This is an optimization exercise on Yosys and OpenROAD, whose aim is small area and a short achievable clock period, not a production implementation. Only simulation tests tie the RTL to the original design; equivalence was not proved. Power and IR drop assume default switching activity.

[flow/run.sh]
#!/bin/bash
# synth_recipe.tcl (not shown) runs the flow's synth.tcl, then flattens the netlist and writes it again
# the make line also repeats each setting of config.mk as NAME=value (left out here)
make -C /OpenROAD-flow-scripts/flow DESIGN_CONFIG=/design/flow/config.mk WORK_HOME=/design/flow/orfs CLKGATE_MAP_FILE= SYNTH_SCRIPT=/design/flow/synth_recipe.tcl finish
[flow/config.mk]
export PLATFORM = sky130hd
export DESIGN_NAME = data_mem_responder
export DESIGN_NICKNAME = data_mem_responder
export VERILOG_FILES = /design/flow/design.v
export SDC_FILE = /design/flow/constraint.sdc
export NUM_CORES = 4
export LEC_CHECK = 0
export CAP_MARGIN = 20
export CORE_MARGIN = 2
export CORE_UTILIZATION = 40
export SLEW_MARGIN = 20
[flow/constraint.sdc]
create_clock -name core_clock -period 5.5 [get_ports {clk}]
set_input_delay 1.1000 -clock core_clock [delete_from_list [all_inputs] [get_ports {clk}]]
set_output_delay 1.1000 -clock core_clock [all_outputs]
set_load 0.01 [all_outputs]
[flow/design.v]
package data_mem_responder_pkg;
    typedef enum logic [1:0] {
        SzByte    = 2'b00,
        SzHalf    = 2'b01,
        SzWord    = 2'b10,
        SzIllegal = 2'b11
    } size_e;
    typedef enum logic [1:0] {
        StIdle = 2'b00,
        StWait = 2'b01,
        StResp = 2'b10
    } state_e;
    localparam int unsigned CntW = 4;
    function automatic logic is_misaligned(input logic [1:0] size, input logic [1:0] addr);
        logic bad;
        unique case (size)
            data_mem_responder_pkg::SzByte:  bad = 1'b0;
            data_mem_responder_pkg::SzHalf:  bad = addr[0];
            data_mem_responder_pkg::SzWord:  bad = (addr != 2'b00);
            default: bad = 1'b1;
        endcase
        is_misaligned = bad;
    endfunction
endpackage
module data_mem_responder_lane_align
(
    input  logic [31:0] word,
    input  logic [1:0]  addr,
    input  logic [1:0]  size,
    input  logic        sign_ext,
    input  logic [31:0] wdata,
    output logic [31:0] load_ext,
    output logic [31:0] merged_word,
    output logic        misaligned
);
    logic [4:0]  shamt;
    logic [31:0] shifted;
    logic [31:0] lane_mask;
    logic [31:0] wdata_sh;
    always_comb begin
        shamt      = {addr, 3'b000};
        shifted    = word >> shamt;
        wdata_sh   = wdata << shamt;
        misaligned = data_mem_responder_pkg::is_misaligned(size, addr);
        load_ext  = 32'h0;
        lane_mask = 32'h0;
        unique case (size)
            data_mem_responder_pkg::SzByte: begin
                load_ext  = {{24{sign_ext & shifted[7]}}, shifted[7:0]};
                lane_mask = 32'h0000_00ff << shamt;
            end
            data_mem_responder_pkg::SzHalf: begin
                load_ext  = {{16{sign_ext & shifted[15]}}, shifted[15:0]};
                lane_mask = 32'h0000_ffff << shamt;
            end
            data_mem_responder_pkg::SzWord: begin
                load_ext  = shifted;
                lane_mask = 32'hffff_ffff;
            end
            default: begin
                load_ext  = 32'h0;
                lane_mask = 32'h0;
            end
        endcase
        merged_word = (word & ~lane_mask) | (wdata_sh & lane_mask);
    end
endmodule
module data_mem_responder
#(
    parameter int unsigned ADDR_W  = 8,
    parameter int unsigned LATENCY = 2
) (
    input  logic              clk,
    input  logic              reset,
    input  logic              req_valid,
    output logic              req_ready,
    input  logic              req_write,
    input  logic [1:0]        req_size,
    input  logic              req_signed,
    input  logic [ADDR_W-1:0] req_addr,
    input  logic [31:0]       req_wdata,
    output logic              rsp_valid,
    input  logic              rsp_ready,
    output logic [31:0]       rsp_rdata,
    output logic              rsp_err
);
    localparam int unsigned    Words  = 2 ** (ADDR_W - 2);
    localparam logic [data_mem_responder_pkg::CntW-1:0] LatCnt = data_mem_responder_pkg::CntW'(LATENCY);
    data_mem_responder_pkg::state_e            state;
    logic [data_mem_responder_pkg::CntW-1:0]   cnt;
    logic              lat_write;
    logic [1:0]        lat_size;
    logic              lat_signed;
    logic [ADDR_W-1:0] lat_addr;
    logic [31:0]       lat_wdata;
    logic [31:0]       mem [Words];
    logic [31:0]       cur_word;
    logic [31:0]       load_ext;
    logic [31:0]       merged_word;
    logic              misaligned;
    logic              access;
    logic              mem_we;
    assign cur_word = mem[lat_addr[ADDR_W-1:2]];
    data_mem_responder_lane_align u_lane_align (
        .word        (cur_word),
        .addr        (lat_addr[1:0]),
        .size        (lat_size),
        .sign_ext    (lat_signed),
        .wdata       (lat_wdata),
        .load_ext    (load_ext),
        .merged_word (merged_word),
        .misaligned  (misaligned)
    );
    assign access = (state == data_mem_responder_pkg::StWait) && (cnt == '0);
    assign mem_we = access && !reset && lat_write && !misaligned;
    always_ff @(posedge clk) begin
        if (reset) begin
            state     <= data_mem_responder_pkg::StIdle;
            cnt       <= '0;
            req_ready <= 1'b1;
            rsp_valid <= 1'b0;
            rsp_rdata <= 32'h0;
            rsp_err   <= 1'b0;
        end else begin
            unique case (state)
                data_mem_responder_pkg::StIdle: begin
                    if (req_valid) begin
                        lat_write  <= req_write;
                        lat_size   <= req_size;
                        lat_signed <= req_signed;
                        lat_addr   <= req_addr;
                        lat_wdata  <= req_wdata;
                        cnt        <= LatCnt;
                        req_ready  <= 1'b0;
                        state      <= data_mem_responder_pkg::StWait;
                    end
                end
                data_mem_responder_pkg::StWait: begin
                    if (cnt == '0) begin
                        rsp_rdata <= (lat_write || misaligned) ? 32'h0 : load_ext;
                        rsp_err   <= misaligned;
                        rsp_valid <= 1'b1;
                        state     <= data_mem_responder_pkg::StResp;
                    end else begin
                        cnt <= cnt - 1'b1;
                    end
                end
                data_mem_responder_pkg::StResp: begin
                    if (rsp_ready) begin
                        rsp_valid <= 1'b0;
                        req_ready <= 1'b1;
                        state     <= data_mem_responder_pkg::StIdle;
                    end
                end
                default: begin
                    req_ready <= 1'b1;
                    rsp_valid <= 1'b0;
                    state     <= data_mem_responder_pkg::StIdle;
                end
            endcase
        end
    end
    always_ff @(posedge clk) begin
        if (mem_we) begin
            mem[lat_addr[ADDR_W-1:2]] <= merged_word;
        end
    end
endmodule
==> results.txt <==
## critical path, stage by stage, from the launching register on
cell,delay (ns)
sky130_fd_sc_hd__dfxtp_4,0.69
sky130_fd_sc_hd__buf_12,0.27
sky130_fd_sc_hd__buf_12,0.23
sky130_fd_sc_hd__buf_4,0.19
sky130_fd_sc_hd__buf_4,0.20
sky130_fd_sc_hd__mux4_2,0.52
sky130_fd_sc_hd__mux4_2,0.47
sky130_fd_sc_hd__o22ai_1,0.70
sky130_fd_sc_hd__a21oi_1,0.41
sky130_fd_sc_hd__mux2_4,0.65
## flip-flops by register name (all words and copies together), names as in the netlist, named ones only
register    cells
cnt             4
lat_addr        8
lat_signed      1
lat_size        2
lat_wdata      32
lat_write       1
mem          2048
req_ready       1
rsp_err         1
rsp_rdata      32
rsp_valid       1
state           2
## cell families after synthesis
group / Yosys count
AO/OA/AOI/OAI: 277
AND/OR/NAND/NOR: 378
XOR/XNOR: 2
adder cells (fa/ha/maj): 2
buffers and inverters: 220
multiplexers: 720
flip-flops: 2139
## worst max-delay path by stage
stage               start                     to  slack, ns  cells after the start
floorplan           reset                   flop       0.05                      3
global placement     flop  mem[48][26]$_DFFE_PP_       0.64                      9
detailed placement   flop  mem[54][26]$_DFFE_PP_       0.60                      9
CTS                  flop  mem[42][26]$_DFFE_PP_       0.56                      9
global route         flop  mem[41][26]$_DFFE_PP_       0.55                      9
finish               flop  mem[19][26]$_DFFE_PP_       0.69                      9
## where the power goes
part	total (mW)	switching (mW)	leakage, nW	internal, mW
Clock	14.1	6.14	3.28	7.96
Sequential	19.0	0.0941	19.3	18.9
Combinational	4.42	2.91	7.16	1.51
## stage by stage
step	util, %	hold slack (ns)	total power [mW]
floorplan	-	0.4629	21.94
global placement	42.98	0.4845	23.56
detailed placement	43.01	0.4903	23.67
CTS	46.25	0.4970	37.60
global route	46.28	0.5189	38.50
finish	46.29	0.4962	37.48
## cells in the final DEF (no fill, tap or decap), types with 12 or more instances in the layout
master                            instances
sky130_fd_sc_hd__nand3_1                 18
sky130_fd_sc_hd__a211oi_1                28
sky130_fd_sc_hd__mux2_2                  22
sky130_fd_sc_hd__a21oi_1                 63
sky130_fd_sc_hd__clkdlybuf4s50_1         82
sky130_fd_sc_hd__mux4_2                 575
sky130_fd_sc_hd__a311oi_1                12
sky130_fd_sc_hd__edfxtp_1              2092
sky130_fd_sc_hd__clkinv_1                56
sky130_fd_sc_hd__buf_12                  36
sky130_fd_sc_hd__nand2_1                138
sky130_fd_sc_hd__clkinv_2                38
sky130_fd_sc_hd__nor2b_1                 18
sky130_fd_sc_hd__nor2_4                  64
sky130_fd_sc_hd__mux2i_1                114
sky130_fd_sc_hd__nor2_1                  61
sky130_fd_sc_hd__buf_4                  172
sky130_fd_sc_hd__dfxtp_1                 42
sky130_fd_sc_hd__nor3_1                  16
sky130_fd_sc_hd__clkbuf_16              212
sky130_fd_sc_hd__bufinv_16               18
sky130_fd_sc_hd__a221oi_1                18
sky130_fd_sc_hd__and2_1                  19
sky130_fd_sc_hd__o21ai_0                 18
sky130_fd_sc_hd__a22oi_1                 24
sky130_fd_sc_hd__clkbuf_1                40
## metal layers
metal | wire length [um] | vias up
met4 | 10980 | 8
met3 | 19470 | 430
met5 | 54 | -
met2 | 112700 | 2101
li1 | - | 16471
met1 | 94320 | 22835
## cell type report
class	count	share of cell area (%)
Sequential cell	2139	66.54
Multi-Input combinational cell	1379	19.73
Clock buffer	255	5.735
Tap cell	2788	3.640
Timing Repair Buffer	295	3.026
Clock inverter	130	1.270
Inverter	10	0.04438
Antenna cell	4	0.01044
==> metrics.cfg <==
[global_route]
grt_most_used_layer=met2
groute.layer.met3.usage_pct=4.304
vias_in_the_first_global_route=41156
use_met1_pct=30.75
grt_first_pass_wirelength_mm=328.7
global_route.overflow_total=0
antenna_violations_before_repair=9
grt.total_usage_pct=22.36
maximum_number_of_pins_on_one_net_before_global_route_repair=66
met2_usage_pct=35.19

[sta]
setup_slack_ns=0.6856
finalCritPeriodShare_pct=87.53
rsz0062_at_grt=false
timing_worst_slew_pin_value_ns=1.189
finalWorstPathRequiredPeriod_ns=4.814
final.setup.tns_ns=0
setup_viol_count_final=0
timing_hold_violations_final=0
timing.max_slew.rel_slack_pct=20.53
timing_max_transition_violations_final=0
f_max_mhz=207.7
clock_skew_after_layout_ns=0.03912

[layout]
final_layout_size_suffix_gt1_share_pct=28.87
final-seq-area_mm2=0.06378
postLayoutCellArea_mm2=0.09585
final-instance-count-excl-fill=7000
fillerInstances=17023
multi_input_area_mm2=0.01891
area_delta_synth_final_pct=15.14
nNetsFinal=4085

[synth]
synth_compound_area_share_pct=2.345
syn_area_per_cell_um2=22.27
ys_ff_latch=2139
synth.cells.most_frequent=sky130_fd_sc_hd__edfxtp_1 (2,092), sky130_fd_sc_hd__mux4_2 (575), sky130_fd_sc_hd__nand2_1 (138)
netlist.area_leader.share_pct=75.47
synth_top_cell_by_area=sky130_fd_sc_hd__edfxtp_1
synth-xor-area-share_pct=0.02104
synth_cells=3738
synth_simple_gate_area_share_pct=2.034
synth_fp_nets=3788
yosysUniqueCellTypes=68
muxShareOfSynthArea_pct=17.37
synth-edff-count=2092
yosys.cell_count.top_type=sky130_fd_sc_hd__edfxtp_1
synth-async-reset-ratio_pct=0
synth_seq_area_share_pct=76.60
mappedNetlistArea_mm2=0.08324
largest_family_of_logic_cells_by_synthesized_area=multiplexers
synth_area_leaders=sky130_fd_sc_hd__edfxtp_1 (75%), sky130_fd_sc_hd__mux4_2 (16%), sky130_fd_sc_hd__mux2i_1 (1.4%)
synth_top_flop_cell=sky130_fd_sc_hd__edfxtp_1
post_synth_fa_ha_maj_area_fraction_pct=0.03006
yosysWarnings=2

[detailed_routing]
drt-vias-per-instance=5.978
drt-total-wl_mm=237.5
drtIter0Drc=5960
remaining_drc_errors=0
wire_per_inst_um=33.93
routed-via-count=41845
postRouteAntennaNets=0
firstDrtPassIters=7

[min_path]
hold-path-endpoint=rsp_rdata[15]$_SDFFE_PP0P_
worst_hold_path.num_cells=2
hp-class=reg2reg
worst_hold_startpoint=rsp_rdata[15]$_SDFFE_PP0P_

[power]
largest_voltage_drop_on_the_vdd_net_v=0.0003301
powerDensity_mw_per_mm2=391.0
leakage_power_of_the_design_nw=29.73

[run_status]
outcome=finished clean

[place]
place.gp.congestion=0.9546
place.detailed.hpwl_mm=135.4
place_area_mm2=0.08907
post-place-ws_ns=0.6040
numPlacedInstances=6610
buffers_added_on_ports=82

[setup_path]
critPathLaunchType=flop
worst-setup-path-type=reg2reg
worst_ep_arrival_time_ns=5.29
timing.critical_path.to_type=flop
critical_path.reg2reg.endpoint=mem[19][26]$_DFFE_PP_
ff2ff_path_depth=9
critical_path_required_ns=5.98
critical_path_peak_fanout=64
r2r_setup_slack_ns=0.69

[clocking]
clock_tree.buffer_depth=3
clkLatencyLatePin_ns=0.85
post_cts_resize_count=0
cts_sinks=2139
cts_max_level=4
cts_hold_repair.buffers=0
clk_pin_slew_ns=0.06
cts_root_buffer=sky130_fd_sc_hd__clkbuf_16
cts_tree=built
post_cts.repair.setup_buffers=0
numCtsBuffers=210

[die]
fp.dieArea_mm2=0.2118
die_w_um=460.2
initial_core_util_pct=40.20
std_cell_core_area_mm2=0.2071
site_row_count=167
ios=83
fp.dieH_um=460.2

[job]
drv.max_cap_violation_count=0

## afterwards: timing with drivers on the ports
The flow's constraints put no driver on any port. The routed layout listed below was extracted and timed again, unchanged, in two steps.
Step 1, drivers: a clkbuf_16 drives clk and a buf_2 each remaining input, both assumed.
Step 2 times the ports against the registers' clock, not the clock port: input delays grow and output delays shrink by t, the midpoint of the rising clock arrivals with the driver on.
Slacks: ideal ports / drivers / drivers and shift; pairs: ideal ports / drivers.
t, ns: 0.923
setup slack, ns: 0.686 / 0.686 / 0.615
hold slack, ns: 0.496 / 0.496 / 0.496
latest minus earliest clock arrival (ns): 0.045 / 0.045
After both steps setup and hold are still met in this run. For this run, drivers alone change the setup slack by 0.000 ns; drivers and shift together by -0.071 ns.
